Context: an optimization exercise on an open-source flow, tuned for small area, a short achievable clock period and few clock cycles per item. The choices shown serve that exercise and are no tape-out recipe.
RTL that was checked went through simulation tests only; none was proved equivalent to the original.
Function not checked in run 4: the RTL went through the layout flow alone.
Power and IR drop assume default switching activity.

==> flow/design.v <==
`default_nettype none
package dct_pkg;
    typedef logic signed [7:0]  sample_t;     
    typedef logic signed [15:0] word_t;       
    typedef logic        [8:0]  coeff_t;      
    typedef logic        [2:0]  coeff_sel_t;
    typedef logic        [4:0]  spad_addr_t;  
    typedef logic        [5:0]  step_t;
    typedef logic        [2:0]  bin_t;        
    typedef struct packed {
        logic       wr_from_mul;   
        logic       wr_en;
        logic       wr_out;        
        spad_addr_t wr_addr;
        coeff_sel_t coeff_sel;
        logic       op2_from_mul;
        logic       op1_from_mul;
        logic       neg_op2;
        logic       neg_op1;
        logic       latch_op1;
        logic       rd_spad;       
        spad_addr_t rd_addr;
    } ucode_t;
    typedef struct packed {
        logic  valid;
        bin_t  index;
        word_t data;
    } result_t;
endpackage
`default_nettype wire
`default_nettype none
module loeffler_dct_8 (
    input  wire logic    clock,
    input  wire logic    nreset,
    input  wire dct_pkg::sample_t fetch_data,
    output dct_pkg::bin_t         fetch_addr,
    output dct_pkg::result_t      result,
    output logic         frame_done
);
    logic [8:0] p;
    logic       run;                 
    wire  [8:0] np = nreset ? 9'd1 : {p[7:0], p[8]};
    always_ff @(posedge clock) begin
        p <= np;
        if (nreset)
            run <= 1'b0;
        else if (p[8])
            run <= 1'b1;
    end
    assign frame_done = p[8];
    always_comb begin
        fetch_addr = 3'd5;
        if (p[0]) fetch_addr = 3'd0;
        if (p[1]) fetch_addr = 3'd7;
        if (p[2]) fetch_addr = 3'd3;
        if (p[3]) fetch_addr = 3'd4;
        if (p[4]) fetch_addr = 3'd1;
        if (p[5]) fetch_addr = 3'd6;
        if (p[6]) fetch_addr = 3'd2;
    end
    wire signed [7:0] x = fetch_data;
    logic signed [7:0] h;
    logic signed [8:0] k;
    logic signed [8:0] d;
    logic signed [9:0] ea, eb;           
    logic signed [10:0] ev;              
    logic signed [10:0] bq1, bq2;        
    wire esum = p[4] || p[8];
    wire signed [9:0] u1 = 10'(h) + 10'(x) + (esum ? 10'(k) : 10'sd0);
    wire signed [9:0] u3 = 10'(k) - 10'(h) - 10'(x);
    wire signed [8:0] u2 = 9'(h) - 9'(x);
    always_ff @(posedge clock) begin
        h <= x;                          
        if (p[2] || p[6]) k <= u1[8:0];
        if (p[2] || p[4] || p[6] || p[8]) d <= u2;
        if (p[4]) ea <= u1;
        if (esum) eb <= u3;
        if (p[8])
            ev <= 11'(u1);
        else if (p[5])
            ev <= 11'(ea);
        else if (p[6] || p[1])
            ev <= 11'(eb);
        else if (p[3])
            ev <= bq1;
        else if (p[4])
            ev <= bq2;
    end
    logic signed [8:0] op, ow;           
    logic signed [9:0] o0, o1, o2, o3;
    logic oa, ob, c213, c251, c142, c50, c2x, oxs, oys;
    always_ff @(posedge clock) begin
        oa   <= np[3] || np[5] || np[7] || np[0];
        ob   <= np[4] || np[6] || np[8] || np[1];
        c213 <= np[3] || np[5];
        c251 <= np[7] || np[0];
        c142 <= np[4] || np[6];
        c50  <= np[8] || np[1];
        c2x  <= np[3] || np[5] || np[8] || np[1];
        oxs  <= np[5] || np[0];          
        oys  <= np[6] || np[1];          
    end
    wire signed [18:0] wd = 19'(d);
    wire signed [18:0] oc =
          (ob ? 19'sd255 : 19'sd0)
        + (c2x ? 19'sd1 : 19'sd0)
        + (oxs ? 19'sd1 : 19'sd0);
    wire [18:0] or1 = {19{oa}} & (wd <<< 8);
    wire [18:0] or2 = ({19{c142}} & (wd <<< 7)) | ({19{c2x}} & (wd <<< 5));
    wire [18:0] or3 = ({19{ob}} & (wd <<< 4)) | ({19{c213}} & (wd <<< 3)) | ({19{c251}} & (wd <<< 2));
    wire [18:0] or4 = ({19{c142}} & (wd <<< 1)) | ({19{c2x}} & ~(wd <<< 1));
    wire [18:0] or5 = {19{oa}} & wd;
    wire [18:0] or6 = ({19{oxs}} & ~(19'(ow) <<< 8)) | ({19{oys}} & (19'(op) <<< 8));
    wire signed [18:0] ot =
          $signed(or1) - $signed(or2) - $signed(or3) + $signed(or4) - $signed(or5)
        + $signed(or6) + oc;
    wire signed [9:0] ov = ot[17:8];
    always_ff @(posedge clock) begin
        if (p[3] || p[7]) op <= ov[8:0];
        ow <= ov[8:0];                   
        if (p[5]) o0 <= ov;
        if (p[6]) o3 <= ov;
        if (p[0]) o1 <= ov;
        if (p[1]) o2 <= ov;
    end
    logic signed [8:0]  x91;
    logic signed [9:0]  p139;
    logic signed [10:0] w334;
    logic a91, a139, b91, b334, m362, eA, exy, ex2, ey3;
    always_ff @(posedge clock) begin
        a91  <= np[6] || np[0];
        a139 <= np[7] || np[2];
        b91  <= np[1];
        b334 <= np[8] || np[3];
        m362 <= np[4] || np[5];
        eA   <= np[6] || np[0] || np[7] || np[2];
        exy  <= np[0] || np[1];
        ex2  <= np[2];
        ey3  <= np[3];
    end
    wire signed [19:0] we = 20'(ev);
    wire signed [19:0] ec =
          (a91 ? 20'sd3 : 20'sd0)
        + (a139 ? 20'sd2 : 20'sd0)
        + (ex2 ? 20'sd1 : 20'sd0)
        + (b91 ? 20'sd256 : 20'sd0)
        + (b334 ? 20'sd258 : 20'sd0);
    wire [19:0] er1 = ({20{eA}} & (we <<< 7)) | ({20{b91}} & ~(we <<< 7)) |
                      ({20{b334}} & ~(we <<< 8)) | ({20{m362}} & (we <<< 8));
    wire [19:0] er2 = ({20{a91}} & ~(we <<< 5)) | ({20{a139}} & (we <<< 4)) |
                      ({20{b91}} & (we <<< 5)) | ({20{b334}} & ~(we <<< 6)) | ({20{m362}} & (we <<< 6));
    wire [19:0] er3 = ({20{eA}} & ~(we <<< 2)) | ({20{b91}} & (we <<< 2)) |
                      ({20{b334}} & ~(we <<< 4)) | ({20{m362}} & (we <<< 5));
    wire [19:0] er4 = ({20{eA}} & ~we) | ({20{b91}} & we) | ({20{b334}} & (we <<< 1)) |
                      ({20{m362}} & (we <<< 3));
    wire [19:0] er5 = ({20{exy}} & (20'(x91) <<< 8)) | ({20{ex2}} & ~(20'(w334) <<< 8)) |
                      ({20{ey3}} & (20'(p139) <<< 8)) | ({20{m362}} & (we <<< 1));
    wire signed [19:0] et =
          $signed(er1) + $signed(er2) + $signed(er3) + $signed(er4) + $signed(er5) + ec;
    wire signed [11:0] evr = et[19:8];
    always_ff @(posedge clock) begin
        if (p[6]) x91  <= evr[8:0];
        if (p[7]) p139 <= evr[9:0];
        if (p[8]) w334 <= evr[10:0];
    end
    wire signed [11:0] qa = p[2] ? 12'(o3) : (p[3] || p[4]) ? 12'(o0) : p[5] ? 12'(o1) :
                            p[6] ? 12'(bq1) : 12'(bq2);
    wire signed [11:0] qb = p[2] ? 12'(o1) : (p[3] || p[4]) ? 12'(o2) : p[5] ? 12'(o3) :
                            p[6] ? 12'(bq2) : 12'(bq1);
    wire qn = p[2] || p[3] || p[7];
    wire signed [11:0] qs = qa + (qn ? ~qb : qb) + (qn ? 12'sd1 : 12'sd0);
    always_ff @(posedge clock) begin
        if (p[2] || p[4]) bq1 <= qs[10:0];
        if (p[3] || p[5]) bq2 <= qs[10:0];
    end
    logic signed [11:0] r;
    logic               rvalid;
    logic [2:0]         ridx;
    always_ff @(posedge clock) begin
        if (p[6] || p[7])
            r <= qs;
        else
            r <= evr;
        rvalid <= run && !p[8] && !nreset;
        ridx   <= (p[0] ? 3'd0 : 3'd0) | (p[1] ? 3'd4 : 3'd0) | (p[2] ? 3'd2 : 3'd0) |
                  (p[3] ? 3'd6 : 3'd0) | (p[4] ? 3'd3 : 3'd0) | (p[5] ? 3'd5 : 3'd0) |
                  (p[6] ? 3'd1 : 3'd0) | (p[7] ? 3'd7 : 3'd0);
    end
    assign result.valid = rvalid;
    assign result.index = ridx;
    assign result.data  = 16'(r);
endmodule
`default_nettype wire
==> flow/run.sh <==
#!/bin/bash
# synth_recipe.tcl (not shown) runs the flow's synth.tcl, then flattens the netlist and writes it again
# the make line also repeats each setting of config.mk as NAME=value (left out here)
make -C /OpenROAD-flow-scripts/flow DESIGN_CONFIG=/design/flow/config.mk WORK_HOME=/design/flow/orfs CLKGATE_MAP_FILE= SYNTH_SCRIPT=/design/flow/synth_recipe.tcl finish
==> flow/config.mk <==
export PLATFORM = sky130hd
export DESIGN_NAME = loeffler_dct_8
export DESIGN_NICKNAME = loeffler_dct_8
export VERILOG_FILES = /design/flow/design.v
export SDC_FILE = /design/flow/constraint.sdc
export NUM_CORES = 4
export LEC_CHECK = 0
export CAP_MARGIN = 20
export CORE_MARGIN = 2
export CORE_UTILIZATION = 60
export SETUP_SLACK_MARGIN = 4.5
export SLEW_MARGIN = 20
export TNS_END_PERCENT = 5
==> flow/constraint.sdc <==
create_clock -name core_clock -period 8.5 [get_ports {clock}]
set_input_delay 1.7000 -clock core_clock [delete_from_list [all_inputs] [get_ports {clock}]]
set_output_delay 1.7000 -clock core_clock [all_outputs]
set_load 0.01 [all_outputs]
==> qor.yml, run 1 <==
sta:
  setup_tns_ns: 0
  drv_slew: 0
  skew_ns: 0.0138
  rsz0062_at_grt: "yes"
  final.setup.worst_slack_ns: 3.35
  tightest_slew_ns: 0.882
  finalSetupViolations: 0
  hold_viol: 0
  min_period_ns: 5.15
  fin_crit_sh: 0.606
  fmax_mhz: 194
  max_slew_margin: 0.411
placed_design:
  place_inst: 1805
  placed_area_sq_um: 16100
  gp_congestion: 0.963
  port-buffer-count: 33
  place_hpwl_um: 27000
  place_ws_ns: 2.76
synthesis:
  synth_fa_ha_area_frac: 0.273
  netlist_instances: 1502
  synth_compound_area_frac: 0.121
  synthMuxAreaShare: 0.0272
  synth_area_per_cell_sq_um: 10.3
  synth_ff_type: "edfxtp_1"
  synth-edff-count: 150
  synthesis.nets: 1766
  synth_simple_gate_area_frac: 0.108
  ys_warn_count: 1
  netlist_area_sq_um: 15500
  ys_types: 64
  ys_seq_area_frac: 0.365
  synth_top_family_by_area: "adder cells"
  synth-xor-area-share: 0.0379
  synth-seq-cells: 207
  async_reset_ff_frac: 0
critical_path:
  cp_top_family: "adder cells"
  slowest_delay_ns: 0.57
  cpMostUsedCell: "fa_1"
  ff2ff_path_depth: 19
  r2r-start: "oxs$_DFF_P_"
  crit_path_end_kind: "register"
  reg2reg_to: "o2[8]$_DFFE_PP_"
  slowest_stage: "fa_1"
  rrSetupSlack_ns: 3.35
  crit_path_cell_trace: "clkinv_8, fa_2, ha_4, buf_6, fa_1, fa_1, fa_1, ha_1, ha_1, nand2_2, a2111oi_4, o211ai_1, a31oi_1, o21a_2, o2111ai_2, nand3b_1, a21oi_2, xnor2_2, buf_6"
  crit_buf_inv: 3
  worstSetupPathType: "register to register"
  cp-start-kind: "register"
  crit_fanout: 6
  worstPathArrival_ns: 5.42
  worstPathRequired_ns: 8.77
drt:
  vias: 10763
  topRoutingLayerUsed: "met4"
  viasPerCell: 5.70
  postRouteAntennaNets: 0
  routed-wl-met2_um: 17500
  met1_length_um: 15300
  wl_per_cell_um: 19.1
  wirelength_um: 36000
  firstDrtPassIters: 5
  met3_length_um: 1890
  drt-initial-drc-count: 704
  drc: 0
layout:
  final_core_util: 0.689
  final_area_sq_um: 17400
  fin_cells: 1889
  final_common_cell: "inv_1"
  nNetsFinal: 1806
  drive_above_1_share: 0.108
  syn2layout_area_growth_pct: 12.4
  antenna_cells: 0
  fill_cells: 1982
  mostFrequentLayoutCells: "inv_1 (193), nand2_1 (152), edfxtp_1 (150)"
grt:
  grt_pass1_vias: 10909
  grt_pass1_wl_um: 57300
  antenna_found_initial: 0
  grt-ovfl-total: 0
  grt_max_degree: 75
  grt_use_total: 0.277
clocking:
  clk_latency_ns: 0.52
  cts_buffer_depth: 3
  cts_root_buf: "clkbuf_16"
  hold_buffers: 0
  cts_buffers: 23
  htree_num_levels: 1
  clock-sinks: 207
  cts_tree: "built"
  clk_pin_slew_worst_paths_ns: 0.07
die:
  dieHeight_um: 165
  core-area_sq_um: 25300
  die_x_um: 165
  boundaryPins: 34
  initial_utilization: 0.613
  rows: 58
  dieArea_sq_um: 27100
job:
  cap_viol_max_count: 0
outcome:
  status: "timing/DRC/antenna clean"
min_path:
  worstHoldEndpoint: "rvalid$_DFF_P_"
  hold_class: "register to register"
  worstHoldStart: "run$_SDFFE_PP0P_"
  holdPathStages: 2
pwr:
  leakagePower_nw: 7.36
  p_per_area_nw_per_um2: 398
  vdd_ir_drop_max_uv: 499
## how the worst max path moves through the flow
| stage | slack (ns) | cells past startpoint | startpoint | end |
|---|---|---|---|---|
| floorplan | 3.58 | 19 | oxs$_DFF_P_ | o0[8]$_DFFE_PP_ |
| global placement | 2.81 | 16 | b334$_DFF_P_ | r[10]$_DFF_P_ |
| detailed placement | 2.76 | 16 | b334$_DFF_P_ | r[10]$_DFF_P_ |
| CTS | 3.35 | 20 | ob$_DFF_P_ | o2[8]$_DFFE_PP_ |
| global route | 3.17 | 19 | oxs$_DFF_P_ | o1[8]$_DFFE_PP_ |
| finish | 3.35 | 19 | oxs$_DFF_P_ | o2[8]$_DFFE_PP_ |
## worst min-delay path: stages (launching register included)
cell and delay (ns):
dfxtp_1 0.31, inv_1 0.05, nor2_1 0.06
## per-stage QoR
stage	total power [mW]	hold WS, ns
floorplan	4.42	0.408
global placement	5.32	0.451
detailed placement	5.42	0.451
CTS	6.72	0.453
global route	7.44	0.486
finish	6.92	0.451
## synth_stat cells, types with 3 or more instances
cell type    n  area, sq um
a222oi_1     7         70.1
nand2_1    156          586
mux2_2       5         56.3
clkinv_1     3         11.3
a31oi_1      5         31.3
buf_1        9         33.8
or2_2        6         37.5
edfxtp_1   150         4500
a2bb2oi_1    8         70.1
ha_1       114         1430
nor2b_1     22          138
a22oi_1      9         67.6
a21oi_1     92          460
clkbuf_1    53          199
a211oi_1    17          128
and3_1       6         37.5
o21ai_1      5         25.0
dfxtp_1     57         1140
xor2_1      16          140
o2111a_1     3         33.8
inv_1      199          747
o21a_1      10         75.1
a221oi_1     4         35.0
nand4_1     11         68.8
nand2b_1    20          125
buf_4        5         37.5
a21boi_0     4         30.0
mux2i_1     30          300
o211ai_1    19          143
a21o_1       9         67.6
nand3_1     15         75.1
mux2_1       3         33.8
or3_1        7         43.8
o2111ai_1   14          123
o21ai_0     60          300
and2_1       7         43.8
nor2_1     103          387
xnor2_1     51          447
fa_1       140         2800
o21bai_1    10         75.1
nor3_1       9         45.0
## metal layers
layer	global-route usage	up-vias
li1	-	5172
met3	0.0394	72
met5	0	-
met4	0.0925	0
met1	0.368	5238
met2	0.471	281
## state kept, by name (all words and copies together) (netlist names), 3 cells and up
signal,flops
r,12
bq1,11
bq2,11
ev,11
w334,11
ea,10
eb,10
o0,10
o1,10
o2,10
o3,10
p139,10
d,9
k,9
op,9
ow,9
p,9
x91,9
h,8
ridx,3
## logic make-up after synthesis
family,count (synthesis)
buffers and inverters,273
AND/OR/NAND/NOR,371
adder cells (fa/ha/maj),254
flip-flops,207
AO/OA/AOI/OAI,290
multiplexers,40
XOR/XNOR,67
## what timing repair did
item                                    CTS  global route
setup buffers                            27            15
endpoints found under the setup margin  120           127
gates resized for setup                  29            32
pin swaps                                25            29
## cell type report
class                      count  area (sq um)  share of cell area
inverter                     202           787              0.0452
sequential                   207          5670               0.326
clock buffer                  29           608              0.0350
tap                          330           413              0.0237
timing repair buffer          86           756              0.0434
multi-input combinational   1022          9050               0.520
clock inverter                13           103             0.00590
## power by group
group	switching, mW	internal [mW]
combinational	2.31	1.72
clock	0.406	0.539
sequential	0.0928	1.85
total	2.81	4.11
Testbench counts, summed over its fixed seeds: cycles 3,528, frames 384.
==> run 2, diff against run 1 <==
--- a/flow/design.v
+++ b/flow/design.v
@@ -88,8 +88,11 @@
     end
     logic signed [8:0] op, ow;           
     logic signed [9:0] o0, o1, o2, o3;
-    logic oa, ob, c213, c251, c142, c50, c2x, oxs, oys;
+    logic oa, ob, c213, c251, c142, c50, c2x, oxs, oys, ok0, ok1, ok2;
     always_ff @(posedge clock) begin
+        ok0  <= np[5] || np[0] || np[4] || np[6];
+        ok1  <= np[7] || np[0] || np[8] || np[1];
+        ok2  <= np[3] || np[5];
         oa   <= np[3] || np[5] || np[7] || np[0];
         ob   <= np[4] || np[6] || np[8] || np[1];
         c213 <= np[3] || np[5];
@@ -101,18 +104,16 @@
         oys  <= np[6] || np[1];          
     end
     wire signed [18:0] wd = 19'(d);
-    wire signed [18:0] oc =
-          (ob ? 19'sd255 : 19'sd0)
-        + (c2x ? 19'sd1 : 19'sd0)
-        + (oxs ? 19'sd1 : 19'sd0);
-    wire [18:0] or1 = {19{oa}} & (wd <<< 8);
-    wire [18:0] or2 = ({19{c142}} & (wd <<< 7)) | ({19{c2x}} & (wd <<< 5));
-    wire [18:0] or3 = ({19{ob}} & (wd <<< 4)) | ({19{c213}} & (wd <<< 3)) | ({19{c251}} & (wd <<< 2));
-    wire [18:0] or4 = ({19{c142}} & (wd <<< 1)) | ({19{c2x}} & ~(wd <<< 1));
-    wire [18:0] or5 = {19{oa}} & wd;
+    wire signed [18:0] oc = $signed({10'd0, ob, 5'd0, ok2, ok1, ok0});
+    wire [18:0] or1 = ({19{oa}} & (wd <<< 8)) | ({19{c142}} & ~(wd <<< 7)) | ({19{c50}} & ~(wd <<< 5));
+    wire [18:0] or2 = ({19{c213}} & ~(wd <<< 5)) | ({19{ob}} & ~(wd <<< 4));
+    wire [18:0] or3 = ({19{c213}} & ~(wd <<< 3)) | ({19{c251}} & ~(wd <<< 2)) |
+                      ({19{c142}} & (wd <<< 1)) | ({19{c50}} & ~(wd <<< 1));
+    wire [18:0] or4 = {19{c213}} & ~(wd <<< 1);
+    wire [18:0] or5 = {19{oa}} & ~wd;
     wire [18:0] or6 = ({19{oxs}} & ~(19'(ow) <<< 8)) | ({19{oys}} & (19'(op) <<< 8));
     wire signed [18:0] ot =
-          $signed(or1) - $signed(or2) - $signed(or3) + $signed(or4) - $signed(or5)
+          $signed(or1) + $signed(or2) + $signed(or3) + $signed(or4) + $signed(or5)
         + $signed(or6) + oc;
     wire signed [9:0] ov = ot[17:8];
     always_ff @(posedge clock) begin
@@ -126,8 +127,11 @@
     logic signed [8:0]  x91;
     logic signed [9:0]  p139;
     logic signed [10:0] w334;
-    logic a91, a139, b91, b334, m362, eA, exy, ex2, ey3;
+    logic a91, a139, b91, b334, m362, eA, exy, ex2, ey3, ek0, ek1, ek8;
     always_ff @(posedge clock) begin
+        ek0  <= np[6] || np[0] || np[2];
+        ek1  <= np[6] || np[7] || np[8] || np[0] || np[2] || np[3];
+        ek8  <= np[8] || np[1] || np[3];
         a91  <= np[6] || np[0];
         a139 <= np[7] || np[2];
         b91  <= np[1];
@@ -139,12 +143,7 @@
         ey3  <= np[3];
     end
     wire signed [19:0] we = 20'(ev);
-    wire signed [19:0] ec =
-          (a91 ? 20'sd3 : 20'sd0)
-        + (a139 ? 20'sd2 : 20'sd0)
-        + (ex2 ? 20'sd1 : 20'sd0)
-        + (b91 ? 20'sd256 : 20'sd0)
-        + (b334 ? 20'sd258 : 20'sd0);
+    wire signed [19:0] ec = $signed({11'd0, ek8, 6'd0, ek1, ek0});
     wire [19:0] er1 = ({20{eA}} & (we <<< 7)) | ({20{b91}} & ~(we <<< 7)) |
                       ({20{b334}} & ~(we <<< 8)) | ({20{m362}} & (we <<< 8));
     wire [19:0] er2 = ({20{a91}} & ~(we <<< 5)) | ({20{a139}} & (we <<< 4)) |
--- a/flow/config.mk
+++ b/flow/config.mk
@@ -8,6 +8,6 @@
 export CAP_MARGIN = 20
 export CORE_MARGIN = 2
 export CORE_UTILIZATION = 60
-export SETUP_SLACK_MARGIN = 4.5
+export SETUP_SLACK_MARGIN = 4.0
 export SLEW_MARGIN = 20
 export TNS_END_PERCENT = 5
==> qor.yml, run 2 <==
critical_path:
  cp-start-kind: "register"
  critPathLaunch: "d[1]$_DFFE_PP_"
  rrSetupSlack_ns: 3.54  # +0.19 ns
  worstPathArrival_ns: 5.22  # -0.20 ns
  crit_path_end_kind: "register"
  worstSetupPathType: "register to register"
  worstPathRequired_ns: 8.77  # about the same
  ff2ff_path_depth: 19  # unchanged
  reg2reg_to: "op[1]$_DFFE_PP_"
  crit_fanout: 6  # unchanged
  r2r-start: "d[1]$_DFFE_PP_"
sta:
  fin_crit_sh: 0.583  # -0.0229
  tightest_slew_ns: 1.09  # +0.203 ns
  min_period_ns: 4.96  # -0.195 ns
  hold_viol: 0  # unchanged
  fmax_mhz: 202  # +3.9%
  finalSetupViolations: 0  # unchanged
  holdWs_ns: 0.476  # +0.0253 ns
  setup_tns_ns: 0  # unchanged
  max_slew_margin: 0.276  # -0.135
  drv_slew: 0  # unchanged
  final.setup.worst_slack_ns: 3.54  # +0.195 ns
  skew_ns: 0.0244  # +0.0106 ns
  rsz0062_at_grt: "yes"
placed_design:
  gp_congestion: 0.922  # -4.3%
  port-buffer-count: 33  # unchanged
  place_hpwl_um: 28700  # +6.1%
  placed_area_sq_um: 16500  # +2.3%
  place_ws_ns: 2.98  # +0.214 ns
drt:
  drt-initial-drc-count: 876  # +24%
  postRouteAntennaNets: 0  # unchanged
  vias: 11307  # +5.1%
  viasPerCell: 5.80  # +1.9%
  firstDrtPassIters: 7  # +2
  wirelength_um: 38800  # +7.8%
  drc: 0  # unchanged
  wl_per_cell_um: 19.9  # +4.5%
layout:
  syn2layout_area_growth_pct: 11.9
  antenna_cells: 0  # unchanged
  fill_cells: 2062  # +4.0%
  regMostFlops: "r"
  largest_register_ffs: 12  # unchanged
  mostFrequentLayoutCells: "inv_1 (214), edfxtp_1 (150), nand2_1 (148)"
  final_area_sq_um: 17700  # +2.0%
  multi_input_area_sq_um: 9210  # +1.7%
  final_core_util: 0.683  # -0.00617
  seqCellArea_sq_um: 5770  # +1.7%
  drive_above_1_share: 0.0992  # -0.00857
  final_common_cell: "inv_1"
  nNetsFinal: 1858  # +2.9%
die:
  boundaryPins: 34  # unchanged
  rows: 59  # +1.7%
  die_x_um: 167  # +1.2%
  dieHeight_um: 167  # +1.2%
  initial_utilization: 0.610  # -0.00279
  core-area_sq_um: 26000  # +2.9%
  dieArea_sq_um: 27700  # +2.4%
clocking:
  htree_num_levels: 1  # unchanged
  cts_buffer_depth: 3  # unchanged
  cts_tree: "built"
  hold_buffers: 0  # unchanged
  clk_pin_slew_worst_paths_ns: 0.06  # about the same
  clk_latency_ns: 0.53  # about the same
  clock-sinks: 212  # +2.4%
  cts_root_buf: "clkbuf_16"
  cts_buffers: 25  # +8.7%
synthesis:
  ys_warn_count: 1  # unchanged
  netlist_area_sq_um: 15900  # +2.4%
  netlist_instances: 1562  # +4.0%
  synthesis.nets: 1825  # +3.3%
  synth_area_per_cell_sq_um: 10.2  # -1.5%
  ys_types: 65  # +1.6%
  synth_top_area_share: 0.284  # -0.00689
  synth_ff_type: "edfxtp_1"
  synth_most_common_cell: "inv_1"
  synth-seq-cells: 212  # +2.4%
  yosys.area.top_type: "edfxtp_1"
  ys_top_cells_by_count: "inv_1 (227), nand2_1 (152), edfxtp_1 (150), fa_1 (146), nor2_1 (119)"
  synth_area_leaders: "edfxtp_1 (28%), fa_1 (18%), ha_1 (8.4%), dfxtp_1 (7.8%), inv_1 (5.4%)"
  synth-edff-count: 150  # unchanged
  ys_seq_area_frac: 0.362  # -0.00232
  async_reset_ff_frac: 0  # unchanged
pwr:
  p_per_area_nw_per_um2: 358  # -10%
  leakagePower_nw: 7.57  # +2.8%
  vdd_ir_drop_max_uv: 326  # -35%
grt:
  grt_use_total: 0.288  # +0.0109
  antenna_found_initial: 0  # unchanged
  grt-ovfl-total: 0  # unchanged
  grt_max_degree: 74  # -1.3%
  grt_pass1_wl_um: 63000  # +10%
  grt_pass1_vias: 11401  # +4.5%
min_path:
  holdPathStages: 2  # unchanged
  worstHoldEndpoint: "run$_SDFFE_PP0P_"
  worstHoldStart: "run$_SDFFE_PP0P_"
  hold_class: "register to register"
outcome:
  status: "timing/DRC/antenna clean"
job:
  cap_viol_max_count: 0  # unchanged
-- run 2: cell types whose count changed after synthesis, sizes merged, moves of 6 or more --
cell / change
a22oi: +7
a2bb2oi: -6
and2: -7
fa: +6
nor2: +18
ha: -7
inv: +28
-- run 2: layout make-up --
class	instances	share of cell area
clock inverter	8	0.00275
sequential	212	0.325
clock buffer	37	0.0407
timing repair buffer	76	0.0384
tap	335	0.0236
multi-input combinational	1050	0.519
inverter	229	0.0498
timing repair inverter	1	0.000282
-- run 2: worst max-delay path by stage --
stage | to | cells after the start | slack (ns)
6_report | op[1]$_DFFE_PP_ | 19 | 3.54
5_1_grt | op[7]$_DFFE_PP_ | 16 | 3.38
4_1_cts | o0[9]$_DFFE_PP_ | 18 | 3.65
3_5_place_dp | r[11]$_DFF_P_ | 16 | 2.98
3_3_place_gp | r[11]$_DFF_P_ | 16 | 3.06
2_1_floorplan | o0[6]$_DFFE_PP_ | 18 | 3.99
-- run 2: stage by stage --
step | power (mW) | instances
after floorplan | 4.16 | 1562
after global placement | 4.97 | 1870
final | 6.35 | 1948
after CTS | 6.30 | 1944
after global routing | 6.82 | 1948
after detailed placement | 5.07 | 1870
-- run 2: per-layer routing --
| metal | up-vias | GRT usage | share of wire |
|---|---|---|---|
| met3 | 58 | 0.0264 | 0.059 |
| li1 | 5327 | - | - |
| met1 | 5543 | 0.415 | 0.44 |
| met2 | 379 | 0.478 | 0.48 |
| met5 | - | 0 | 0 |
| met4 | 0 | 0.0678 | 0.023 |
-- run 2: worst max-delay path, stage by stage (launching register included) --
cell	delay (ns)
edfxtp_1	0.43
buf_4	0.17
inv_2	0.07
nand2_2	0.09
o21ai_1	0.10
a221oi_2	0.06
fa_1	0.54
inv_2	0.06
fa_1	0.50
fa_2	0.58
ha_1	0.24
ha_2	0.21
a2111oi_4	0.34
o31ai_4	0.13
o221ai_2	0.30
nand2_1	0.13
buf_4	0.15
buf_4	0.12
buf_4	0.13
xor2_1	0.35
-- run 2: cells by family (layout without fill, tap and decap cells) --
| group | after synthesis | count (layout) | synth area share |
|---|---|---|---|
| buffers and inverters | 300 | 351 | 0.0734 |
| AND/OR/NAND/NOR | 373 | 373 | 0.103 |
| XOR/XNOR | 70 | 70 | 0.0387 |
| flip-flops | 212 | 212 | 0.362 |
| adder cells (fa/ha/maj) | 253 | 253 | 0.269 |
| AO/OA/AOI/OAI | 315 | 315 | 0.128 |
| multiplexers | 39 | 39 | 0.0257 |
-- run 2: report_power, final --
group / switching, mW / internal [mW] / total [mW]
Combinational: 2.07 / 1.42 / 3.49
Clock: 0.419 / 0.588 / 1.01
Sequential: 0.0983 / 1.76 / 1.85
Total: 2.58 / 3.77 / 6.35
-- run 2: timing repair --
action,in CTS,in global routing
resized for setup,45,12
buffers inserted,28,4
pin swaps,19,6
cloned,1,0
endpoints found under the setup margin,104,105
Testbench counts of run 2, summed over its fixed seeds: cycles 3,528, frames 384.
==> run 3, diff against run 2 <==
--- a/flow/config.mk
+++ b/flow/config.mk
@@ -7,7 +7,7 @@
 export LEC_CHECK = 0
 export CAP_MARGIN = 20
 export CORE_MARGIN = 2
-export CORE_UTILIZATION = 60
-export SETUP_SLACK_MARGIN = 4.0
+export CORE_UTILIZATION = 70
+export SETUP_SLACK_MARGIN = 4.5
 export SLEW_MARGIN = 20
 export TNS_END_PERCENT = 5
==> qor.yml, run 3 <==
sta:
  skew_ns: 0.0132  # -0.0112 ns
  min_period_ns: 4.97  # +0.0166 ns
  fin_crit_sh: 0.585  # +0.00196
  rsz0062_at_grt: "yes"
  tightest_slew_ns: 0.924  # -0.161 ns
  drv_slew: 0  # unchanged
  setup_tns_ns: 0  # unchanged
  hold_viol: 0  # unchanged
  finalSetupViolations: 0  # unchanged
  fmax_mhz: 201  # -0.33%
  max_slew_margin: 0.383  # +0.108
pwr:
  leakagePower_nw: 7.63  # +0.90%
  p_per_area_nw_per_um2: 361  # +0.95%
  vdd_ir_drop_max_uv: 327  # +0.32%
grt:
  grt_pass1_wl_um: 61200  # -2.8%
  grt-ovfl-total: 0  # unchanged
  grt_use_total: 0.328  # +0.0398
  grt_pass1_vias: 11582  # +1.6%
  antenna_found_initial: 0  # unchanged
  grt_max_degree: 74  # unchanged
drt:
  wl_per_cell_um: 20.3  # +1.9%
  wirelength_um: 38600  # -0.57%
  vias: 11604  # +2.6%
  postRouteAntennaNets: 0  # unchanged
  firstDrtPassIters: 6  # -1
  viasPerCell: 6.10  # +5.2%
  drt-initial-drc-count: 1051  # +20%
  drc: 0  # unchanged
critical_path:
  worstPathArrival_ns: 5.22  # about the same
  worstPathRequired_ns: 8.75  # -0.02 ns
  critPathLaunch: "d[5]$_DFFE_PP_"
  cp-start-kind: "register"
  rrSetupSlack_ns: 3.53  # -0.02 ns
  ff2ff_path_depth: 20  # +1
  worstSetupPathType: "register to register"
  crit_path_end_kind: "register"
  crit_fanout: 7  # +1
  r2r-start: "d[5]$_DFFE_PP_"
  reg2reg_to: "o1[3]$_DFFE_PP_"
clocking:
  clock-sinks: 212  # unchanged
  cts_buffer_depth: 3  # unchanged
  hold_buffers: 0  # unchanged
  cts_root_buf: "clkbuf_16"
  htree_num_levels: 1  # unchanged
  clk_latency_ns: 0.51  # -0.02 ns
  cts_tree: "built"
  clk_pin_slew_worst_paths_ns: 0.06  # about the same
  cts_buffers: 24  # -4.0%
synthesis:
  synth_top_area_share: 0.284  # unchanged
  async_reset_ff_frac: 0  # unchanged
  synth_ff_type: "edfxtp_1"
  ys_types: 65  # unchanged
  synth_area_per_cell_sq_um: 10.2  # unchanged
  ys_warn_count: 1  # unchanged
  yosys.area.top_type: "edfxtp_1"
  synth_area_leaders: "edfxtp_1 (28%), fa_1 (18%), ha_1 (8.4%), dfxtp_1 (7.8%), inv_1 (5.4%)"
  ys_top_cells_by_count: "inv_1 (227), nand2_1 (152), edfxtp_1 (150), fa_1 (146), nor2_1 (119)"
  synth-seq-cells: 212  # unchanged
  synthesis.nets: 1825  # unchanged
  synth_most_common_cell: "inv_1"
  synth-edff-count: 150  # unchanged
  netlist_instances: 1562  # unchanged
  ys_seq_area_frac: 0.362  # unchanged
  netlist_area_sq_um: 15900  # unchanged
min_path:
  hold_class: "register to register"
  worstHoldStart: "run$_SDFFE_PP0P_"
  holdPathStages: 2  # unchanged
  worstHoldEndpoint: "rvalid$_DFF_P_"
layout:
  final_common_cell: "inv_1"
  largest_register_ffs: 12  # unchanged
  syn2layout_area_growth_pct: 12.1
  final_area_sq_um: 17800  # +0.21%
  antenna_cells: 0  # unchanged
  drive_above_1_share: 0.105  # +0.00600
  mostFrequentLayoutCells: "inv_1 (216), edfxtp_1 (150), nand2_1 (146)"
  final_core_util: 0.792  # +0.110
  nNetsFinal: 1861  # +0.16%
  regMostFlops: "r"
die:
  initial_utilization: 0.707  # +0.0966
  rows: 55  # -6.8%
  boundaryPins: 34  # unchanged
  dieArea_sq_um: 23900  # -14%
  dieHeight_um: 155  # -7.2%
  core-area_sq_um: 22400  # -14%
  die_x_um: 155  # -7.2%
placed_design:
  port-buffer-count: 33  # unchanged
  gp_congestion: 0.987  # +7.0%
  place_hpwl_um: 28300  # -1.5%
  placed_area_sq_um: 16400  # -0.36%
outcome:
  status: "timing/DRC/antenna clean"
job:
  cap_viol_max_count: 0  # unchanged
run 3: worst max-delay path, stage by stage, from the launching register on:
cell       delay (ns)
edfxtp_1         0.47
inv_2            0.17
a22o_1           0.17
nor3_1           0.07
fa_1             0.50
inv_1            0.05
fa_1             0.54
inv_1            0.05
fa_1             0.47
inv_1            0.05
ha_1             0.27
ha_2             0.22
a2111oi_4        0.34
o31ai_2          0.15
o221ai_2         0.33
nand2_2          0.10
a21o_1           0.20
a21o_1           0.22
buf_4            0.14
nor2_1           0.11
nor3_2           0.09
run 3: how the worst max path moves through the flow:
| stage | to | slack (ns) |
|---|---|---|
| 3_5_place_dp | r[10]$_DFF_P_ | 2.97 |
| 6_report | o1[3]$_DFFE_PP_ | 3.53 |
| 4_1_cts | o1[7]$_DFFE_PP_ | 3.66 |
| 3_3_place_gp | r[10]$_DFF_P_ | 3.05 |
| 5_1_grt | o1[7]$_DFFE_PP_ | 3.38 |
| 2_1_floorplan | o0[9]$_DFFE_PP_ | 4.04 |
run 3: layout make-up:
type,instances,area (sq um)
multi-input combinational,1050,9250
sequential,212,5770
fill,1486,4660
inverter,229,882
clock buffer,37,753
timing repair buffer,80,722
tap,285,357
clock inverter,7,42.5
timing repair inverter,1,5.00
run 3: power breakdown:
part / switching, mW / internal, mW / total [mW]
Clock: 0.405 / 0.612 / 1.02
Combinational: 2.12 / 1.44 / 3.55
Sequential: 0.0990 / 1.76 / 1.85
Total: 2.62 / 3.80 / 6.42
run 3: through the flow:
stage / hold slack [ns] / cells / power, mW / setup WS [ns]
2_1_floorplan: 0.409 / 1562 / 4.17 / 4.04
4_1_cts: 0.470 / 1897 / 6.33 / 3.66
6_report: 0.481 / 1901 / 6.42 / 3.53
3_3_place_gp: 0.449 / 1819 / 4.93 / 3.05
5_1_grt: 0.489 / 1901 / 6.84 / 3.38
3_5_place_dp: 0.453 / 1819 / 5.05 / 2.97
run 3: logic make-up (layout without fill, tap and decap cells):
group | Yosys count | in the layout | share of synthesized area
muxes | 39 | 39 | 0.0257
AOI/OAI and AO/OA | 315 | 315 | 0.128
buffers and inverters | 300 | 354 | 0.0734
and+or+nand+nor | 373 | 373 | 0.103
adders and majority gates | 253 | 253 | 0.269
DFF | 212 | 212 | 0.362
xor gates and xnor gates | 70 | 70 | 0.0387
run 3: routing by layer:
layer,track usage,vias up,wire [um]
met2,0.553,478,19000
met1,0.466,5727,15800
met4,0.0723,0,780
met3,0.0359,61,2980
met5,0,-,0
li1,-,5338,-
run 3: repair_timing:
action,CTS,global route
pin swaps,20,19
buffers inserted,33,4
gates resized for setup,49,9
cloned,1,0
setup endpoints to repair,113,125
==> run 4, diff against run 3 <==
--- a/flow/design.v
+++ b/flow/design.v
@@ -73,7 +73,7 @@
         h <= x;                          
         if (p[2] || p[6]) k <= u1[8:0];
         if (p[2] || p[4] || p[6] || p[8]) d <= u2;
-        if (p[4]) ea <= u1;
+        ea <= u1;                        
         if (esum) eb <= u3;
         if (p[8])
             ev <= 11'(u1);
--- a/flow/config.mk
+++ b/flow/config.mk
@@ -7,7 +7,7 @@
 export LEC_CHECK = 0
 export CAP_MARGIN = 20
 export CORE_MARGIN = 2
-export CORE_UTILIZATION = 70
+export CORE_UTILIZATION = 60
 export SETUP_SLACK_MARGIN = 4.5
 export SLEW_MARGIN = 20
 export TNS_END_PERCENT = 5
==> qor.yml, run 4 <==
drt:
  wirelength_um: 39600  # +2.8%
  wl_per_cell_um: 20.0  # -1.4%
  drc: 0  # unchanged
  drt-initial-drc-count: 1107  # +5.3%
  vias: 11418  # -1.6%
  firstDrtPassIters: 8  # +2
  postRouteAntennaNets: 0  # unchanged
  viasPerCell: 5.76  # -5.6%
outcome:
  status: "timing/DRC/antenna clean"
pwr:
  p_per_area_nw_per_um2: 371  # +2.7%
  vdd_ir_drop_max_uv: 342  # +4.6%
  leakagePower_nw: 7.80  # +2.2%
placed_design:
  place_ws_ns: 2.97  # -0.00428 ns
  gp_congestion: 0.928  # -6.0%
  place_hpwl_um: 28500  # +0.96%
  place_inst: 1868  # +2.7%
  port-buffer-count: 33  # unchanged
synthesis:
  netlist_instances: 1562  # unchanged
  synth_most_common_cell: "inv_1"
  ys_types: 65  # unchanged
  synth-seq-cells: 212  # unchanged
  synth_area_leaders: "edfxtp_1 (27%), fa_1 (19%), dfxtp_1 (9.1%), ha_1 (8.5%), inv_1 (5.4%)"
  ys_seq_area_frac: 0.358  # -0.00405
  synth-edff-count: 140  # -6.7%
  async_reset_ff_frac: 0  # unchanged
  yosys.area.top_type: "edfxtp_1"
  synth_top_area_share: 0.267  # -0.0173
  netlist_area_sq_um: 15800  # -0.63%
  ys_warn_count: 1  # unchanged
  ys_top_cells_by_count: "inv_1 (227), nand2_1 (152), fa_1 (146), edfxtp_1 (140), nor2_1 (119)"
  synthesis.nets: 1825  # unchanged
  synth_area_per_cell_sq_um: 10.1  # -0.63%
  synth_ff_type: "edfxtp_1"
job:
  cap_viol_max_count: 0  # unchanged
sta:
  max_slew_margin: 0.373  # -0.0101
  fin_crit_sh: 0.586  # +0.00122
  skew_ns: 0.0108  # -0.00235 ns
  rsz0062_at_grt: "yes"
  fmax_mhz: 201  # -0.21%
  drv_slew: 0  # unchanged
  setup_tns_ns: 0  # unchanged
  final.setup.worst_slack_ns: 3.52  # -0.0104 ns
  finalSetupViolations: 0  # unchanged
  hold_viol: 0  # unchanged
  tightest_slew_ns: 0.939  # +0.0154 ns
  min_period_ns: 4.98  # +0.0104 ns
grt:
  antenna_found_initial: 0  # unchanged
  grt-ovfl-total: 0  # unchanged
  grt_pass1_vias: 11610  # +0.24%
  grt_max_degree: 74  # unchanged
  grt_use_total: 0.290  # -0.0377
  grt_pass1_wl_um: 63100  # +3.1%
critical_path:
  r2r-start: "c213$_DFF_P_"
  reg2reg_to: "o0[7]$_DFFE_PP_"
  critPathLaunch: "c213$_DFF_P_"
  crit_fanout: 8  # +1
  worstPathRequired_ns: 8.75  # about the same
  slowest_delay_ns: 0.57  # +0.03 ns
  crit_path_end_kind: "register"
  ff2ff_path_depth: 19  # -5.0%
  cp-start-kind: "register"
  slowest_stage: "fa_2"
  worstSetupPathType: "register to register"
  cp-endpoint: "o0[7]$_DFFE_PP_"
  rrSetupSlack_ns: 3.52  # about the same
  worstPathArrival_ns: 5.24  # +0.02 ns
  crit_path_cell_trace: "buf_4, nand2_4, o21ai_1, a221oi_2, fa_1, fa_1, inv_2, fa_2, ha_4, ha_4, a2111oi_4, o31ai_4, o221ai_4, nand2_2, a21o_1, a21o_1, a21oi_2, nor4_4, buf_4"
layout:
  nNetsFinal: 1892  # +1.7%
  drive_above_1_share: 0.134  # +0.0290
  regMostFlops: "r"
  largest_register_ffs: 12  # unchanged
  fill_cells: 1972  # +33%
  final_core_util: 0.699  # -0.0929
  final_common_cell: "inv_1"
  fin_cells: 1982  # +4.3%
  syn2layout_area_growth_pct: 15.0
  antenna_cells: 0  # unchanged
  mostFrequentLayoutCells: "inv_1 (209), fa_1 (145), nand2_1 (144)"
clocking:
  clk_latency_ns: 0.51  # about the same
  clk_pin_slew_worst_paths_ns: 0.07  # about the same
  htree_num_levels: 1  # unchanged
  cts_tree: "built"
  cts_root_buf: "clkbuf_16"
  cts_buffer_depth: 3  # unchanged
  cts_buffers: 24  # unchanged
  clock-sinks: 212  # unchanged
min_path:
  hold_class: "register to register"
die:
  rows: 59  # +7.3%
  boundaryPins: 34  # unchanged
  core-area_sq_um: 25900  # +15%
  dieArea_sq_um: 27600  # +16%
  initial_utilization: 0.608  # -0.0987
  dieHeight_um: 166  # +7.5%
  die_x_um: 166  # +7.5%
[run 4: kinds of logic (layout without fill, tap and decap cells)]
group	count (synthesis)	after routing	synth area share
DFF	212	212	0.358
adders and majority gates	253	253	0.270
muxes	39	39	0.0259
xor gates and xnor gates	70	70	0.0389
and+or+nand+nor	373	373	0.104
buffers and inverters	300	385	0.0739
AOI/OAI and AO/OA	315	315	0.129
[run 4: routing by layer]
metal	wire, um	up-vias	GRT usage
li1	-	5397	-
met1	17700	5560	0.416
met2	18700	378	0.474
met3	2190	83	0.0360
met4	1090	0	0.0745
met5	0	-	0
[run 4: through the flow]
stage | hold slack, ns | cell area [sq um] | total power, mW
2_1_floorplan | 0.409 | 15900 | 4.17
3_3_place_gp | 0.447 | 16400 | 5.03
3_5_place_dp | 0.449 | 16400 | 5.11
4_1_cts | 0.461 | 17900 | 6.58
5_1_grt | 0.493 | 18100 | 7.19
6_report | 0.461 | 18100 | 6.73
[run 4: what timing repair did]
action,CTS,global route
pin swaps,23,23
buffers inserted,55,14
gates cloned,1,0
hold buffers,0,0
endpoints found under the setup margin,116,124
resized for setup,72,23
[run 4: worst min path at each step]
stage                                 from        endpoint  slack, ns  depth (start not counted)
after floorplan           run$_SDFFE_PP0P_  rvalid$_DFF_P_       0.41                          2
after global placement    run$_SDFFE_PP0P_  rvalid$_DFF_P_       0.45                          2
after detailed placement  run$_SDFFE_PP0P_  rvalid$_DFF_P_       0.45                          2
after CTS                 run$_SDFFE_PP0P_  rvalid$_DFF_P_       0.46                          2
after global routing      run$_SDFFE_PP0P_  rvalid$_DFF_P_       0.49                          2
final                     run$_SDFFE_PP0P_  rvalid$_DFF_P_       0.46                          2
[run 4: area by class of cell]
class | count | area, sq um | share of cell area
sequential | 212 | 5670 | 0.313
clock inverter | 14 | 169 | 0.00932
timing repair buffer | 111 | 940 | 0.0519
inverter | 229 | 892 | 0.0492
clock buffer | 30 | 654 | 0.0361
multi-input combinational | 1050 | 9370 | 0.517
tap | 335 | 419 | 0.0231
timing repair inverter | 1 | 5.00 | 0.000276
[run 4: report_power, final]
part           switching, mW  internal, mW  total [mW]
Clock                  0.414         0.665        1.08
Combinational           2.21          1.58        3.79
Sequential            0.0990          1.76        1.86
Total                   2.73          4.00        6.73
[run 4: worst max-delay path, delay by kind of cell, from the launching register on]
family          cells  cell delay, ns
fa+ha+maj           5            2.07
compound gates      8            1.71
flops               1            0.38
buf+inv             3            0.37
simple gates        3            0.20
==> run 5, diff against run 4 <==
--- a/flow/design.v
+++ b/flow/design.v
@@ -73,7 +73,7 @@
         h <= x;                          
         if (p[2] || p[6]) k <= u1[8:0];
         if (p[2] || p[4] || p[6] || p[8]) d <= u2;
-        ea <= u1;                        
+        if (p[4]) ea <= u1;
         if (esum) eb <= u3;
         if (p[8])
             ev <= 11'(u1);
--- a/flow/config.mk
+++ b/flow/config.mk
@@ -8,6 +8,7 @@
 export CAP_MARGIN = 20
 export CORE_MARGIN = 2
 export CORE_UTILIZATION = 60
+export GPL_ROUTABILITY_DRIVEN = 0
 export SETUP_SLACK_MARGIN = 4.5
 export SLEW_MARGIN = 20
 export TNS_END_PERCENT = 5
==> qor.yml, run 5 <==
drt:
  viasPerCell: 5.87  # +1.8%
  drc: 0  # unchanged
  drt-initial-drc-count: 1114  # +0.63%
  firstDrtPassIters: 6  # -2
  wl_per_cell_um: 19.9  # -0.47%
  vias: 11592  # +1.5%
  wirelength_um: 39300  # -0.77%
  postRouteAntennaNets: 0  # unchanged
sta:
  fmax_mhz: 202  # +0.78%
  setup_tns_ns: 0  # unchanged
  drv_slew: 0  # unchanged
  skew_ns: 0.0114  # +0.000577 ns
  min_period_ns: 4.95  # -0.0388 ns
  holdWs_ns: 0.474  # +0.0136 ns
  max_slew_margin: 0.324  # -0.0493
  rsz0062_at_grt: "yes"
  final.setup.worst_slack_ns: 3.55  # +0.0388 ns
  tightest_slew_ns: 1.01  # +0.0738 ns
  fin_crit_sh: 0.582  # -0.00456
  hold_viol: 0  # unchanged
  finalSetupViolations: 0  # unchanged
critical_path:
  cp-start-kind: "register"
  ff2ff_path_depth: 16  # -3
  worstPathRequired_ns: 8.77  # +0.02 ns
  reg2reg_to: "op[2]$_DFFE_PP_"
  rrSetupSlack_ns: 3.55  # +0.04 ns
  crit_fanout: 6  # -2
  worstSetupPathType: "register to register"
  crit_path_end_kind: "register"
  worstPathArrival_ns: 5.22  # -0.02 ns
  r2r-start: "d[0]$_DFFE_PP_"
clocking:
  cts_root_buf: "clkbuf_16"
  cts_buffers: 25  # +4.2%
  cts_buffer_depth: 3  # unchanged
  clock-sinks: 212  # unchanged
  clk_pin_slew_worst_paths_ns: 0.06  # about the same
  clk_latency_ns: 0.52  # about the same
  cts_tree: "built"
  hold_buffers: 0  # unchanged
  htree_num_levels: 1  # unchanged
die:
  dieArea_sq_um: 27700  # +0.62%
  rows: 59  # unchanged
  boundaryPins: 34  # unchanged
  core-area_sq_um: 26000  # +0.28%
  die_x_um: 167  # +0.31%
  dieHeight_um: 167  # +0.31%
  initial_utilization: 0.610  # +0.00212
placed_design:
  placed_area_sq_um: 16500  # +0.70%
  place_ws_ns: 2.99  # +0.0201 ns
  place_hpwl_um: 28700  # +0.74%
  port-buffer-count: 33  # unchanged
grt:
  grt_max_degree: 74  # unchanged
  grt_pass1_vias: 11697  # +0.75%
  use_met1: 0.407  # -0.00913
  antenna_found_initial: 0  # unchanged
  met3_usage: 0.0345  # -0.00153
  grt_pass1_wl_um: 62700  # -0.59%
  grt_busiest_layer: "met2"
  grt_use_met2: 0.473  # -0.00124
  grt_use_total: 0.287  # -0.00290
  grt-ovfl-total: 0  # unchanged
layout:
  antenna_cells: 0  # unchanged
  final_common_cell: "inv_1"
  regMostFlops: "r"
  mostFrequentLayoutCells: "inv_1 (209), edfxtp_1 (150), nand2_1 (142), fa_1 (142), nor2_1 (113)"
  drive_above_1_share: 0.135  # +0.000491
  final_core_util: 0.700  # +0.000758
  syn2layout_area_growth_pct: 14.7
  largest_register_ffs: 12  # unchanged
  final_area_sq_um: 18200  # +0.39%
  nNetsFinal: 1886  # -0.32%
job:
  cap_viol_max_count: 0  # unchanged
outcome:
  status: "timing/DRC/antenna clean"
synthesis:
  ys_top_cells_by_count: "inv_1 (227), nand2_1 (152), edfxtp_1 (150), fa_1 (146), nor2_1 (119)"
  synth_area_per_cell_sq_um: 10.2  # +0.64%
  synth_most_common_cell: "inv_1"
  synth_area_leaders: "edfxtp_1 (28%), fa_1 (18%), ha_1 (8.4%), dfxtp_1 (7.8%), inv_1 (5.4%)"
  synth-edff-count: 150  # +7.1%
  netlist_area_sq_um: 15900  # +0.64%
  ys_warn_count: 1  # unchanged
  synth_ff_type: "edfxtp_1"
  synthesis.nets: 1825  # unchanged
  yosys.area.top_type: "edfxtp_1"
  ys_seq_area_frac: 0.362  # +0.00405
  ys_types: 65  # unchanged
  synth-seq-cells: 212  # unchanged
  netlist_instances: 1562  # unchanged
  synth_top_area_share: 0.284  # +0.0173
  async_reset_ff_frac: 0  # unchanged
min_path:
  worstHoldEndpoint: "run$_SDFFE_PP0P_"
  hold_class: "register to register"
  holdPathStages: 2  # unchanged
  worstHoldStart: "run$_SDFFE_PP0P_"
pwr:
  leakagePower_nw: 7.80  # about the same
  vdd_ir_drop_max_uv: 328  # -4.1%
  p_per_area_nw_per_um2: 364  # -1.9%
-- run 5: cell count changes after synthesis --
cell / change
dfxtp_1: -10
edfxtp_1: +10
-- run 5: stage by stage --
stage,instances,power (mW)
after floorplan,1562,4.17
after global placement,1870,5.01
after detailed placement,1870,5.10
after CTS,1959,6.47
after global routing,1976,7.11
final,1976,6.63
-- run 5: logic make-up (layout without fill, tap and decap cells) --
| group | count (synthesis) | in the layout | share of synthesized area |
|---|---|---|---|
| multiplexers | 39 | 39 | 0.0257 |
| flip-flops | 212 | 212 | 0.362 |
| XOR/XNOR | 70 | 70 | 0.0387 |
| AND/OR/NAND/NOR | 373 | 373 | 0.103 |
| AO/OA/AOI/OAI | 315 | 315 | 0.128 |
| adder cells (fa/ha/maj) | 253 | 253 | 0.269 |
| buffers and inverters | 300 | 379 | 0.0734 |
-- run 5: worst max-delay path by stage --
stage              startpoint         endpoint  slack, ns  cells after the start
4_1_cts        d[1]$_DFFE_PP_  op[6]$_DFFE_PP_       3.71                     18
2_1_floorplan     c50$_DFF_P_  o0[9]$_DFFE_PP_       4.04                     18
3_5_place_dp     p[1]$_DFF_P_    r[11]$_DFF_P_       2.99                     16
5_1_grt        d[0]$_DFFE_PP_  o0[7]$_DFFE_PP_       3.44                     20
3_3_place_gp     p[1]$_DFF_P_    r[10]$_DFF_P_       3.10                     16
6_report       d[0]$_DFFE_PP_  op[2]$_DFFE_PP_       3.55                     16
-- run 5: repair_timing --
action                                 in CTS  in global routing
resized for setup                          64                 30
endpoints found under the hold margin       0                  0
pin swaps                                  24                 25
cloned                                      2                  0
setup endpoints to repair                 115                127
setup buffers                              42                 17
-- run 5: per-layer routing --
layer  wire length [um]  vias to the layer above
li1                   -                     5376
met1              17100                     5682
met2              18600                      441
met3               2500                       93
met4               1180                        0
met5                  0                        -
-- run 5: area by class of cell --
class,instances,area (sq um)
Clock inverter,9,60.1
Sequential cell,212,5780
Multi-Input combinational cell,1050,9330
Timing Repair Buffer,105,960
Inverter,229,886
Tap cell,335,419
Clock buffer,36,761
Fill cell,1962,7790
-- run 5: critical path: stages, from the launching register on --
cell and delay (ns):
edfxtp_1 0.50, inv_1 0.11, a211oi_2 0.34, fa_1 0.49, fa_1 0.48, fa_1 0.52
inv_1 0.05, fa_1 0.40, ha_1 0.32, nand4_1 0.12, o31ai_2 0.34, o221ai_2 0.18
nand2_1 0.11, a21o_1 0.15, buf_4 0.12, buf_4 0.10, xor2_2 0.36
-- run 5: power breakdown --
part / internal (mW) / switching [mW] / leakage (nW) / total [mW]
Sequential: 1.75 / 0.0971 / 1.90 / 1.85
Combinational: 1.56 / 2.16 / 5.49 / 3.72
Clock: 0.625 / 0.428 / 0.409 / 1.05
Total: 3.94 / 2.69 / 7.80 / 6.63
Testbench counts of run 5, summed over its fixed seeds: cycles 3,528, frames 384.
==> run 6, diff against run 5 <==
--- a/flow/config.mk
+++ b/flow/config.mk
@@ -8,7 +8,6 @@
 export CAP_MARGIN = 20
 export CORE_MARGIN = 2
 export CORE_UTILIZATION = 60
-export GPL_ROUTABILITY_DRIVEN = 0
 export SETUP_SLACK_MARGIN = 4.5
 export SLEW_MARGIN = 20
 export TNS_END_PERCENT = 5
==> qor.yml, run 6 <==
synthesis:
  synth-edff-count: 150  # unchanged
  ys_seq_area_frac: 0.362  # unchanged
  synth_area_leaders: "edfxtp_1 (28%), fa_1 (18%), ha_1 (8.4%), dfxtp_1 (7.8%), inv_1 (5.4%)"
  synth_most_common_cell: "inv_1"
  ys_warn_count: 1  # unchanged
  netlist_area_sq_um: 15900  # unchanged
  synth_area_per_cell_sq_um: 10.2  # unchanged
  synth_top_area_share: 0.284  # unchanged
  ys_top_cells_by_count: "inv_1 (227), nand2_1 (152), edfxtp_1 (150), fa_1 (146), nor2_1 (119)"
  synth-seq-cells: 212  # unchanged
  synthesis.nets: 1825  # unchanged
  async_reset_ff_frac: 0  # unchanged
  synth_ff_type: "edfxtp_1"
  yosys.area.top_type: "edfxtp_1"
  ys_types: 65  # unchanged
  netlist_instances: 1562  # unchanged
placed_design:
  place_hpwl_um: 28800  # about the same
  port-buffer-count: 33  # unchanged
  gp_congestion: 0.957
sta:
  fmax_mhz: 211  # +4.4%
  finalSetupViolations: 0  # unchanged
  fin_crit_sh: 0.557  # -0.0247
  drv_slew: 0  # unchanged
  rsz0062_at_grt: "yes"
  skew_ns: 0.0201  # +0.00872 ns
  max_slew_margin: 0.398  # +0.0740
  tightest_slew_ns: 0.902  # -0.111 ns
  hold_viol: 0  # unchanged
  setup_tns_ns: 0  # unchanged
  min_period_ns: 4.74  # -0.210 ns
grt:
  grt-ovfl-total: 0  # unchanged
  grt_use_total: 0.293  # +0.00581
  grt_pass1_vias: 11755  # +0.50%
  antenna_found_initial: 0  # unchanged
  grt_max_degree: 74  # unchanged
  grt_pass1_wl_um: 64200  # +2.3%
pwr:
  p_per_area_nw_per_um2: 360  # -1.2%
  leakagePower_nw: 7.88  # +1.1%
  vdd_ir_drop_max_uv: 333  # +1.5%
layout:
  final_core_util: 0.713  # +0.0124
  regMostFlops: "r"
  seqCellArea_sq_um: 5780  # about the same
  syn2layout_area_growth_pct: 16.8
  drive_above_1_share: 0.165  # +0.0305
  largest_register_ffs: 12  # unchanged
  fill_cells: 1851  # -5.7%
  final_common_cell: "inv_1"
  antenna_cells: 0  # unchanged
  nNetsFinal: 1911  # +1.3%
  multi_input_area_sq_um: 9590  # +2.7%
  mostFrequentLayoutCells: "inv_1 (208), edfxtp_1 (150), fa_1 (142)"
critical_path:
  crit_path_cell_trace: "buf_4, buf_4, o21ai_1, fa_1, inv_1, fa_1, inv_1, fa_1, ha_4, ha_4, a2111oi_4, o31ai_2, o221ai_2, nand2_1, a21o_1, a21o_1, a21oi_2, nor4_4"
  slowest_stage: "fa_1"
  worstPathRequired_ns: 8.74  # -0.03 ns
  cp-start-kind: "register"
  worstPathArrival_ns: 4.98  # -0.24 ns
  cpMostUsedCell: "fa_1"
  worstSetupPathType: "register to register"
  slowest_delay_ns: 0.60  # +0.08 ns
  crit_path_end_kind: "register"
  crit_fanout: 6  # unchanged
drt:
  drt-initial-drc-count: 1073  # -3.7%
  vias: 11652  # +0.52%
  postRouteAntennaNets: 0  # unchanged
  firstDrtPassIters: 5  # -1
  viasPerCell: 5.83  # -0.69%
  wirelength_um: 40300  # +2.4%
  wl_per_cell_um: 20.1  # +1.2%
  drc: 0  # unchanged
die:
  core-area_sq_um: 26000  # unchanged
  rows: 59  # unchanged
  die_x_um: 167  # unchanged
  dieHeight_um: 167  # unchanged
  dieArea_sq_um: 27700  # unchanged
  boundaryPins: 34  # unchanged
  initial_utilization: 0.610  # unchanged
clocking:
  clk_pin_slew_worst_paths_ns: 0.06  # about the same
  cts_buffer_depth: 3  # unchanged
  cts_tree: "built"
  clk_latency_ns: 0.52  # about the same
  htree_num_levels: 1  # unchanged
  cts_buffers: 23  # -8.0%
  cts_root_buf: "clkbuf_16"
  clock-sinks: 212  # unchanged
min_path:
  hold_class: "register to register"
outcome:
  status: "timing/DRC/antenna clean"
job:
  cap_viol_max_count: 0  # unchanged
-- run 6: changes by cell type in the layout (fill, tap and decap cells not counted), sizes merged --
cell | before | now
buf | 70 | 96
clkbuf | 36 | 34
clkinv | 9 | 8
bufinv | 0 | 1
bufbuf | 2 | 0
clkinvlp | 5 | 7
-- run 6: layout make-up --
cell class,count,share of cell area
Timing Repair Buffer,130,0.0608
Sequential cell,212,0.312
Tap cell,335,0.0226
Clock inverter,9,0.00419
Timing Repair inverter,2,0.000676
Clock buffer,33,0.0337
Inverter,229,0.0482
Multi-Input combinational cell,1050,0.518
-- run 6: worst max-delay path: cells and delay by family, from the launching register on --
kind,cells,cell delay [ns]
fa+ha+maj,5,2.11
compound gates,7,1.32
buf+inv,4,0.41
simple gates,2,0.19
flops,1,0.44
-- run 6: where the power goes --
part / switching (mW) / internal [mW] / leakage, nW / total [mW]
sequential: 0.0953 / 1.75 / 1.90 / 1.85
clock: 0.402 / 0.543 / 0.345 / 0.945
combinational: 2.25 / 1.62 / 5.64 / 3.87
total: 2.75 / 3.91 / 7.88 / 6.66
-- run 6: stage by stage --
| stage | worst slack (ns) | instances | power [mW] | instance area [sq um] | hold slack (ns) |
|---|---|---|---|---|---|
| 2_1_floorplan | 4.04 | 1562 | 4.17 | 16000 | 0.409 |
| 4_1_cts | 3.85 | 1992 | 6.48 | 18300 | 0.461 |
| 5_1_grt | 3.58 | 2000 | 7.10 | 18500 | 0.485 |
| 3_3_place_gp | 3.06 | 1869 | 4.98 | 16500 | 0.450 |
| 3_5_place_dp | 2.97 | 1869 | 5.08 | 16500 | 0.446 |
| 6_report | 3.76 | 2000 | 6.66 | 18500 | 0.462 |
-- run 6: what timing repair did --
action,CTS,global route
gates resized for setup,127,22
cloned,2,0
hold buffers,0,0
pin swaps,55,9
setup buffers,79,8
endpoints found under the setup margin,117,126
-- run 6: cell families (layout without fill, tap and decap cells) --
kind of cell             after synthesis  after routing  synth area share
flip-flops                           212            212             0.362
AND/OR/NAND/NOR                      373            373             0.103
adder cells (fa/ha/maj)              253            253             0.269
buffers and inverters                300            403            0.0734
multiplexers                          39             39            0.0257
XOR/XNOR                              70             70            0.0387
AO/OA/AOI/OAI                        315            315             0.128
-- run 6: metal layers --
layer,track usage,wire length (um)
met1,0.416,17700
met2,0.484,19200
met3,0.0383,2470
met4,0.0712,884
met5,0,0
-- run 6: worst paths after layout --
kind / to / slack (ns) / start / depth (start not counted)
worst max-delay path: o2[7]$_DFFE_PP_ / 3.76 / d[1]$_DFFE_PP_ / 18
worst min-delay path: rvalid$_DFF_P_ / 0.46 / run$_SDFFE_PP0P_ / 2
worst max register to register: o2[7]$_DFFE_PP_ / 3.76 / d[1]$_DFFE_PP_ / 18
worst min register to register: rvalid$_DFF_P_ / 0.46 / run$_SDFFE_PP0P_ / 2
==> run 7, diff against run 6 <==
--- a/flow/config.mk
+++ b/flow/config.mk
@@ -8,6 +8,7 @@
 export CAP_MARGIN = 20
 export CORE_MARGIN = 2
 export CORE_UTILIZATION = 60
+export CTS_BUF_LIST = sky130_fd_sc_hd__clkbuf_8
 export SETUP_SLACK_MARGIN = 4.5
 export SLEW_MARGIN = 20
 export TNS_END_PERCENT = 5
==> qor.yml, run 7 <==
outcome:
  status: "timing/DRC/antenna clean"
sta:
  fin_crit_sh: 0.558  # +0.00114
  holdWs_ns: 0.452  # -0.00955 ns
  drv_slew: 0  # unchanged
  hold_viol: 0  # unchanged
  rsz0062_at_grt: "yes"
  finalSetupViolations: 0  # unchanged
  max_slew_margin: 0.364  # -0.0340
  min_period_ns: 4.75  # +0.00973 ns
  skew_ns: 0.0347  # +0.0145 ns
  tightest_slew_ns: 0.953  # +0.0510 ns
  final.setup.worst_slack_ns: 3.75  # -0.00973 ns
  setup_tns_ns: 0  # unchanged
  fmax_mhz: 211  # -0.21%
synthesis:
  synth_area_leaders: "edfxtp_1 (28%), fa_1 (18%), ha_1 (8.4%), dfxtp_1 (7.8%), inv_1 (5.4%)"
  netlist_instances: 1562  # unchanged
  ys_top_cells_by_count: "inv_1 (227), nand2_1 (152), edfxtp_1 (150), fa_1 (146), nor2_1 (119)"
  yosys.area.top_type: "edfxtp_1"
  ys_seq_area_frac: 0.362  # unchanged
  synth_most_common_cell: "inv_1"
  netlist_area_sq_um: 15900  # unchanged
  synth_top_area_share: 0.284  # unchanged
  synthesis.nets: 1825  # unchanged
  synth_area_per_cell_sq_um: 10.2  # unchanged
  synth-seq-cells: 212  # unchanged
  ys_types: 65  # unchanged
  async_reset_ff_frac: 0  # unchanged
  synth-edff-count: 150  # unchanged
  synth_ff_type: "edfxtp_1"
  ys_warn_count: 1  # unchanged
layout:
  syn2layout_area_growth_pct: 16.0
  nNetsFinal: 1910  # -0.052%
  final_area_sq_um: 18400  # -0.66%
  antenna_cells: 0  # unchanged
  final_core_util: 0.708  # -0.00472
  final_common_cell: "inv_1"
  fin_cells: 2012  # +0.60%
  regMostFlops: "r"
  mostFrequentLayoutCells: "inv_1 (219), edfxtp_1 (150), nand2_1 (141)"
  drive_above_1_share: 0.165  # about the same
  largest_register_ffs: 12  # unchanged
  fill_cells: 1900  # +2.6%
critical_path:
  crit_fanout: 7  # +1
  worstPathArrival_ns: 5.00  # +0.02 ns
  cp-start-kind: "register"
  worstSetupPathType: "register to register"
  worstPathRequired_ns: 8.75  # about the same
  crit_path_end_kind: "register"
die:
  dieHeight_um: 167  # unchanged
  core-area_sq_um: 26000  # unchanged
  die_x_um: 167  # unchanged
  rows: 59  # unchanged
  initial_utilization: 0.610  # unchanged
  boundaryPins: 34  # unchanged
  dieArea_sq_um: 27700  # unchanged
pwr:
  leakagePower_nw: 7.86  # -0.21%
  p_per_area_nw_per_um2: 361  # +0.21%
  vdd_ir_drop_max_uv: 358  # +7.3%
  power.total_mw: 6.63  # -0.45%
placed_design:
  port-buffer-count: 33  # unchanged
  place_ws_ns: 2.97  # unchanged
  place_hpwl_um: 28800  # unchanged
  placed_area_sq_um: 16500  # unchanged
  place_inst: 1869  # unchanged
  gp_congestion: 0.957  # unchanged
clocking:
  cts_tree: "built"
  cts_buffer_depth: 3  # unchanged
  htree_num_levels: 2  # +1
  cts_buffers: 38  # +65%
  hold_buffers: 0  # unchanged
  clk_pin_slew_worst_paths_ns: 0.06  # about the same
  cts_root_buf: "clkbuf_8"
  clk_latency_ns: 0.55  # +0.03 ns
  clock-sinks: 212  # unchanged
grt:
  antenna_found_initial: 0  # unchanged
  met3_usage: 0.0468  # +0.00856
  grt-ovfl-total: 0  # unchanged
  use_met1: 0.408  # -0.00824
  grt_use_total: 0.292  # -0.00131
  grt_max_degree: 74  # unchanged
  grt_busiest_layer: "met2"
  grt_pass1_vias: 11882  # +1.1%
  grt_pass1_wl_um: 63700  # -0.82%
  grt_use_met2: 0.471  # -0.0124
drt:
  drc: 0  # unchanged
  drt-initial-drc-count: 1091  # +1.7%
  vias: 11654  # +0.017%
  firstDrtPassIters: 5  # unchanged
  postRouteAntennaNets: 0  # unchanged
  viasPerCell: 5.79  # -0.58%
  wl_per_cell_um: 19.8  # -1.9%
  wirelength_um: 39800  # -1.3%
min_path:
  hold_class: "register to register"
job:
  cap_viol_max_count: 0  # unchanged
-- run 7: routing by layer --
layer | wire (um) | vias up
li1 | - | 5446
met1 | 17400 | 5679
met2 | 18600 | 444
met3 | 2650 | 85
met4 | 1120 | 0
met5 | 0 | -
-- run 7: logic make-up after synthesis --
| group | after synthesis | synth area share |
|---|---|---|
| compound gates | 315 | 0.128 |
| xor+xnor | 70 | 0.0387 |
| fa+ha+maj | 253 | 0.269 |
| buf+inv | 300 | 0.0734 |
| flops | 212 | 0.362 |
| mux | 39 | 0.0257 |
| simple gates | 373 | 0.103 |
-- run 7: worst paths after layout --
| kind | from | slack [ns] | to | cells past startpoint |
|---|---|---|---|---|
| max | c213$_DFF_P_ | 3.75 | o1[9]$_DFFE_PP_ | 17 |
| max reg2reg | c213$_DFF_P_ | 3.75 | o1[9]$_DFFE_PP_ | 17 |
| min reg2reg | run$_SDFFE_PP0P_ | 0.45 | rvalid$_DFF_P_ | 2 |
| min | run$_SDFFE_PP0P_ | 0.45 | rvalid$_DFF_P_ | 2 |
-- run 7: final cells by class --
type / instances / area, sq um / area share
inverters: 229 / 885 / 0.0481
flip-flops and latches: 212 / 5780 / 0.314
multi-input cells: 1050 / 9520 / 0.518
clock buffers: 42 / 578 / 0.0314
repair inverters: 2 / 10.0 / 0.000544
well taps: 335 / 419 / 0.0228
clock inverters: 28 / 205 / 0.0112
repair buffers: 114 / 998 / 0.0543
-- run 7: repair_timing --
action	4_1_cts	5_1_grt
buffers inserted	71	0
gates cloned	2	0
pin swaps	45	8
resized for setup	117	10
endpoints found under the setup margin	115	126
-- run 7: report_power, final --
part	switching (mW)	internal, mW
combinational	2.22	1.60
clock	0.442	0.527
sequential	0.0953	1.75
-- run 7: worst max-delay path, stage by stage, from the launching register on --
cell and delay, ns:
dfxtp_4 0.37, buf_4 0.17, or3_1 0.41, o21ai_1 0.24, inv_2 0.15, fa_1 0.52
inv_1 0.05, fa_1 0.47, inv_1 0.06, fa_1 0.44, ha_1 0.28, ha_1 0.44
nand3_1 0.19, o22ai_2 0.27, nor2_1 0.08, o21ai_2 0.08, a21oi_2 0.09, xnor2_2 0.16

port drivers added, routing unchanged:
The results above use ideal ports. As a check the final layouts listed here were re-extracted and re-timed, cells and wires unchanged.
Step 1 assumes that a clkbuf_16 drives the clock port and a buf_2 every other input.
Step 2, shift: input delay + t, output delay - t, t = (earliest + latest rising clock arrival at the registers) / 2. This alone moves slack from input paths to output paths.
Slacks: ideal ports / drivers / drivers and shift; pairs: ideal ports / drivers.
| run | t (ns) | slack for setup (ns) |
|---|---|---|
| run 1 | 0.564 | 3.348 / 3.348 / 3.348 |
| run 2 | 0.567 | 3.543 / 3.543 / 3.318 |
| run 3 | 0.554 | 3.526 / 3.526 / 3.397 |
| run 4 | 0.553 | 3.516 / 3.516 / 3.311 |
| run 5 | 0.565 | 3.555 / 3.555 / 3.354 |
| run 6 | 0.565 | 3.765 / 3.765 / 3.392 |
| run 7 | 0.580 | 3.755 / 3.755 / 3.359 |
After both steps setup and hold are still met in every run listed.
